Source: an optimization exercise on an open RTL-to-GDS flow (aim: small area and a short achievable clock period). Production flows keep margins and buffers that such runs may drop. Where RTL was checked, it was by simulation tests only, not by an equivalence proof against the original. Power is estimated from default activity; no workload was simulated.

the previous run:
==> flow/design.v <==
module vdma_lsram_sdp #(
  parameter int DATA_WIDTH = 32,
  parameter int ADDR_WIDTH = 7
) (
  input  logic                  clk_i,
  input  logic                  rst_i,
  input  logic                  shift_i,
  input  logic [DATA_WIDTH-1:0] wdata_i,
  input  logic                  re_i,
  input  logic [ADDR_WIDTH:0]   level_i,
  output logic [DATA_WIDTH-1:0] rdata_o
);
  localparam int ENTRIES = (1 << ADDR_WIDTH) - 1;
  logic [DATA_WIDTH-1:0] mem_q [ENTRIES];
  logic [DATA_WIDTH-1:0] rdata_q, rdata_m;
  logic [ENTRIES-1:0]    rsel_q, rsel_d;
  always_comb begin
    for (int i = 0; i < ENTRIES; i++) begin
      if (i == 0) rsel_d[i] = (level_i[ADDR_WIDTH:1] == '0) | (level_i == (ADDR_WIDTH+1)'(2));
      else        rsel_d[i] = (level_i == (ADDR_WIDTH+1)'(i + 2));
    end
  end
  for (genvar b = 0; b < DATA_WIDTH; b++) begin : g_bit
    logic [ENTRIES-1:0] col;
    for (genvar i = 0; i < ENTRIES; i++) begin : g_col
      assign col[i] = mem_q[i][b];
    end
    vdma_lsram_rd_slice #(.N(ENTRIES)) u_rd (
      .d_i   (col),
      .sel_i (rsel_q),
      .y_o   (rdata_m[b])
    );
  end
  always_ff @(posedge clk_i) begin
    if (shift_i) begin
      mem_q[0] <= wdata_i;
      for (int i = 1; i < ENTRIES; i++) mem_q[i] <= mem_q[i-1];
    end
    rsel_q <= rsel_d;
  end
  always_ff @(posedge clk_i or posedge rst_i) begin
    if (rst_i) rdata_q <= '0;
    else if (re_i) rdata_q <= rdata_m;
  end
  assign rdata_o = rdata_q;
endmodule
module vdma_lsram_rd_slice #(
  parameter int N = 127
) (
  input  logic [N-1:0] d_i,
  input  logic [N-1:0] sel_i,
  output logic         y_o
);
  localparam int G = N / 3;
  localparam int R = N - 3 * G;
  logic [G-1:0] t_n;
  logic         r_n;
  for (genvar g = 0; g < G; g++) begin : g_aoi
    vdma_lsram_aoi222 u_aoi (.a_i(d_i[3*g +: 3]), .b_i(sel_i[3*g +: 3]), .y_no(t_n[g]));
  end
  if (R > 0) begin : g_rest
    assign r_n = ~|(d_i[N-1:3*G] & sel_i[N-1:3*G]);
  end else begin : g_norest
    assign r_n = 1'b1;
  end
  assign y_o = ~(&t_n & r_n);
endmodule
module vdma_lsram_aoi222 (
  input  logic [2:0] a_i,
  input  logic [2:0] b_i,
  output logic       y_no
);
  assign y_no = ~|(a_i & b_i);
endmodule
module vdma_lsram_fwft_fifo #(
  parameter int DATA_WIDTH    = 32,
  parameter int ADDR_WIDTH    = 7,
  parameter int AFULL_THRESH  = 2**ADDR_WIDTH - 4,
  parameter int AEMPTY_THRESH = 4
) (
  input  logic                  CLK,
  input  logic                  RESET,
  input  logic                  FLUSH,
  input  logic                  W_EN,
  input  logic [DATA_WIDTH-1:0] W_DATA,
  input  logic                  R_EN,
  output logic [DATA_WIDTH-1:0] R_DATA,
  output logic                  FULL,
  output logic                  EMPTY,
  output logic                  AFULL,
  output logic                  AEMPTY,
  output logic [ADDR_WIDTH:0]   LEVEL,
  output logic                  OVERFLOW,
  output logic                  UNDERFLOW
);
  localparam int               DEPTH    = 1 << ADDR_WIDTH;
  localparam int               LVL_W    = ADDR_WIDTH + 1;
  localparam logic [LVL_W-1:0] AFULL_L  = LVL_W'(AFULL_THRESH);
  localparam logic [LVL_W-1:0] AEMPTY_L = LVL_W'(AEMPTY_THRESH);
  logic [LVL_W-1:0]      level_q;
  logic                  valid_q, afull_q, aempty_q, ovf_q, ufl_q;
  logic                  full, push, pop, stored, refill, rd_load;
  logic [LVL_W-1:0]      level_d, level_nxt;
  logic                  afull_d, aempty_d;
  assign full    = level_q[ADDR_WIDTH];
  assign push    = W_EN & ~full;
  assign pop     = R_EN & valid_q;
  assign stored  = (level_q[LVL_W-1:1] != '0) | (level_q[0] & ~valid_q);
  assign refill  = stored & (~valid_q | R_EN);
  assign rd_load = ~valid_q | R_EN;
  always_comb begin
    level_d  = level_q;
    afull_d  = afull_q;
    aempty_d = aempty_q;
    if (push & ~pop) begin
      level_d  = level_q + 1'b1;
      afull_d  = (level_q >= AFULL_L - 1'b1);
      aempty_d = (level_q <= AEMPTY_L - 1'b1);
    end else if (pop & ~push) begin
      level_d  = level_q - 1'b1;
      afull_d  = (level_q >= AFULL_L + 1'b1);
      aempty_d = (level_q <= AEMPTY_L + 1'b1);
    end
  end
  assign level_nxt = FLUSH ? '0 : level_d;
  always_ff @(posedge CLK or posedge RESET) begin
    if (RESET) begin
      level_q  <= '0;
      valid_q  <= 1'b0;
      afull_q  <= 1'b0;
      aempty_q <= 1'b1;
      ovf_q    <= 1'b0;
      ufl_q    <= 1'b0;
    end else if (FLUSH) begin
      level_q  <= '0;
      valid_q  <= 1'b0;
      afull_q  <= 1'b0;
      aempty_q <= 1'b1;
      ovf_q    <= 1'b0;
      ufl_q    <= 1'b0;
    end else begin
      level_q  <= level_d;
      valid_q  <= refill | (valid_q & ~R_EN);
      afull_q  <= afull_d;
      aempty_q <= aempty_d;
      ovf_q    <= ovf_q | (W_EN & full);
      ufl_q    <= ufl_q | (R_EN & ~valid_q);
    end
  end
  vdma_lsram_sdp #(
    .DATA_WIDTH (DATA_WIDTH),
    .ADDR_WIDTH (ADDR_WIDTH)
  ) u_ram (
    .clk_i   (CLK),
    .rst_i   (RESET),
    .shift_i (push),
    .wdata_i (W_DATA),
    .re_i    (rd_load),
    .level_i (level_nxt),
    .rdata_o (R_DATA)
  );
  assign EMPTY     = ~valid_q;
  assign FULL      = full;
  assign AFULL     = afull_q;
  assign AEMPTY    = aempty_q;
  assign LEVEL     = level_q;
  assign OVERFLOW  = ovf_q;
  assign UNDERFLOW = ufl_q;
endmodule
Settings: LEC_CHECK=0, CAP_MARGIN=20, CORE_MARGIN=2, CORE_UTILIZATION=60, CTS_CLUSTER_DIAMETER=100, CTS_CLUSTER_SIZE=30, SETUP_SLACK_MARGIN=2.0, SLEW_MARGIN=20, SYNTH_HIERARCHICAL=1; clock period 4.5 ns.
run.sh (not shown) runs the stock make flow with config.mk's settings and CLKGATE_MAP_FILE= SYNTH_SCRIPT=/design/flow/synth_recipe.tcl, a recipe that flattens the netlist after the stock synthesis.
Setup changes, the previous run to the current run
--- a/flow/design.v
+++ b/flow/design.v
@@ -9,14 +9,14 @@
   input  logic                  re_i,
   input  logic [ADDR_WIDTH:0]   level_i,
   output logic [DATA_WIDTH-1:0] rdata_o
 );
   localparam int ENTRIES = (1 << ADDR_WIDTH) - 1;
   logic [DATA_WIDTH-1:0] mem_q [ENTRIES];
-  logic [DATA_WIDTH-1:0] rdata_q, rdata_m;
-  logic [ENTRIES-1:0]    rsel_q, rsel_d;
+  logic [DATA_WIDTH-1:0] rdata_q, rdata_d;
+  logic [ENTRIES-1:0]    rsel_lo_q, rsel_hi_q, rsel_d;
   always_comb begin
     for (int i = 0; i < ENTRIES; i++) begin
       if (i == 0) rsel_d[i] = (level_i[ADDR_WIDTH:1] == '0) | (level_i == (ADDR_WIDTH+1)'(2));
       else        rsel_d[i] = (level_i == (ADDR_WIDTH+1)'(i + 2));
     end
   end
@@ -24,34 +24,39 @@
     logic [ENTRIES-1:0] col;
     for (genvar i = 0; i < ENTRIES; i++) begin : g_col
       assign col[i] = mem_q[i][b];
     end
     vdma_lsram_rd_slice #(.N(ENTRIES)) u_rd (
       .d_i   (col),
-      .sel_i (rsel_q),
-      .y_o   (rdata_m[b])
+      .sel_i (b < DATA_WIDTH / 2 ? rsel_lo_q : rsel_hi_q),
+      .ld_i  (re_i),
+      .q_i   (rdata_q[b]),
+      .y_o   (rdata_d[b])
     );
   end
   always_ff @(posedge clk_i) begin
     if (shift_i) begin
       mem_q[0] <= wdata_i;
       for (int i = 1; i < ENTRIES; i++) mem_q[i] <= mem_q[i-1];
     end
-    rsel_q <= rsel_d;
   end
+  vdma_lsram_sel_reg #(.N(ENTRIES)) u_sel_lo (.clk_i(clk_i), .d_i(rsel_d), .q_o(rsel_lo_q));
+  vdma_lsram_sel_reg #(.N(ENTRIES)) u_sel_hi (.clk_i(clk_i), .d_i(rsel_d), .q_o(rsel_hi_q));
   always_ff @(posedge clk_i or posedge rst_i) begin
     if (rst_i) rdata_q <= '0;
-    else if (re_i) rdata_q <= rdata_m;
+    else       rdata_q <= rdata_d;
   end
   assign rdata_o = rdata_q;
 endmodule
 module vdma_lsram_rd_slice #(
   parameter int N = 127
 ) (
   input  logic [N-1:0] d_i,
   input  logic [N-1:0] sel_i,
+  input  logic         ld_i,
+  input  logic         q_i,
   output logic         y_o
 );
   localparam int G = N / 3;
   localparam int R = N - 3 * G;
   logic [G-1:0] t_n;
   logic         r_n;
@@ -60,20 +65,29 @@
   end
   if (R > 0) begin : g_rest
     assign r_n = ~|(d_i[N-1:3*G] & sel_i[N-1:3*G]);
   end else begin : g_norest
     assign r_n = 1'b1;
   end
-  assign y_o = ~(&t_n & r_n);
+  assign y_o = ld_i ? ~(&t_n & r_n) : q_i;
 endmodule
 module vdma_lsram_aoi222 (
   input  logic [2:0] a_i,
   input  logic [2:0] b_i,
   output logic       y_no
 );
   assign y_no = ~|(a_i & b_i);
+endmodule
+module vdma_lsram_sel_reg #(
+  parameter int N = 127
+) (
+  input  logic         clk_i,
+  input  logic [N-1:0] d_i,
+  output logic [N-1:0] q_o
+);
+  always_ff @(posedge clk_i) q_o <= d_i;
 endmodule
 module vdma_lsram_fwft_fifo #(
   parameter int DATA_WIDTH    = 32,
   parameter int ADDR_WIDTH    = 7,
   parameter int AFULL_THRESH  = 2**ADDR_WIDTH - 4,
   parameter int AEMPTY_THRESH = 4
==> comparison <==
- Compared with the previous run, the current run shows a post-synthesis cell count that is 91 higher.
- Relative to the previous run, the initial antenna violation count of the current run is lower by 11.
- Worst slack on hold paths on the current run is ahead of the previous run.
- Cmp the previous run and the current run / cell count along the critical path / lower: the previous run
- Compare the previous run and the current run | number of instances resized during post-cts repair higher: the previous run
- From the previous run to the current run the numbers moved as follows: fraction of final layout cells sized beyond drive strength 1 now smaller, area enclosed by the die boundary now larger, mean cell area of the mapped netlist now larger.
- Lower relative area change from synthesis to final layout was reported by the current run, not the previous run.
- The CTS clock-pin slew for the worst setup and hold paths was comparable across the previous run and the current run.
- The current run vs the previous run on die width: the current run is the higher one.
- Diff the previous run and the current run: combinational power higher in the previous run
- In the current run, final cell count without fillers is lower than in the previous run.
- Maximum buffer depth of the clock tree: the current run vs the previous run identical
Function not checked in the previous run: the RTL went through the layout flow alone.

[port drivers added, routing unchanged]
No port has a modelled driver above. Below, the same layouts with a new extraction and two added sets of constraints.
Step 1 (the two cells are an assumption about what drives the block):
set clk [get_ports {CLK}]
set_driving_cell -lib_cell sky130_fd_sc_hd__clkbuf_16 $clk
set_driving_cell -lib_cell sky130_fd_sc_hd__buf_2 [delete_from_list [all_inputs] $clk]
Step 2 adds t to the input delays and takes it off the output delays; t is the mean of the earliest and latest rising clock arrival at the registers after step 1. Input paths then give back, and output paths get back, about the clock's delay inside the block.
Slacks: ideal / step 1 / step 2; pairs: ideal / step 1.
run | t (ns) | setup slack, ns | slew at the worst register clock pin (ns) | worst slew at a driven data input, ns | pins driven straight from the clock port
the previous run | 0.942 | 1.692 / 1.692 / 0.971 | 0.12 / 0.12 | 0.16 | 1
the current run | 0.949 | 1.854 / 1.819 / 1.073 | 0.12 / 0.12 | 0.13 | 1
After both steps setup and hold are still met in every run listed. The setup slack of the current run, which loses most, moves by -0.035 ns with the drivers and by -0.781 ns with both steps.
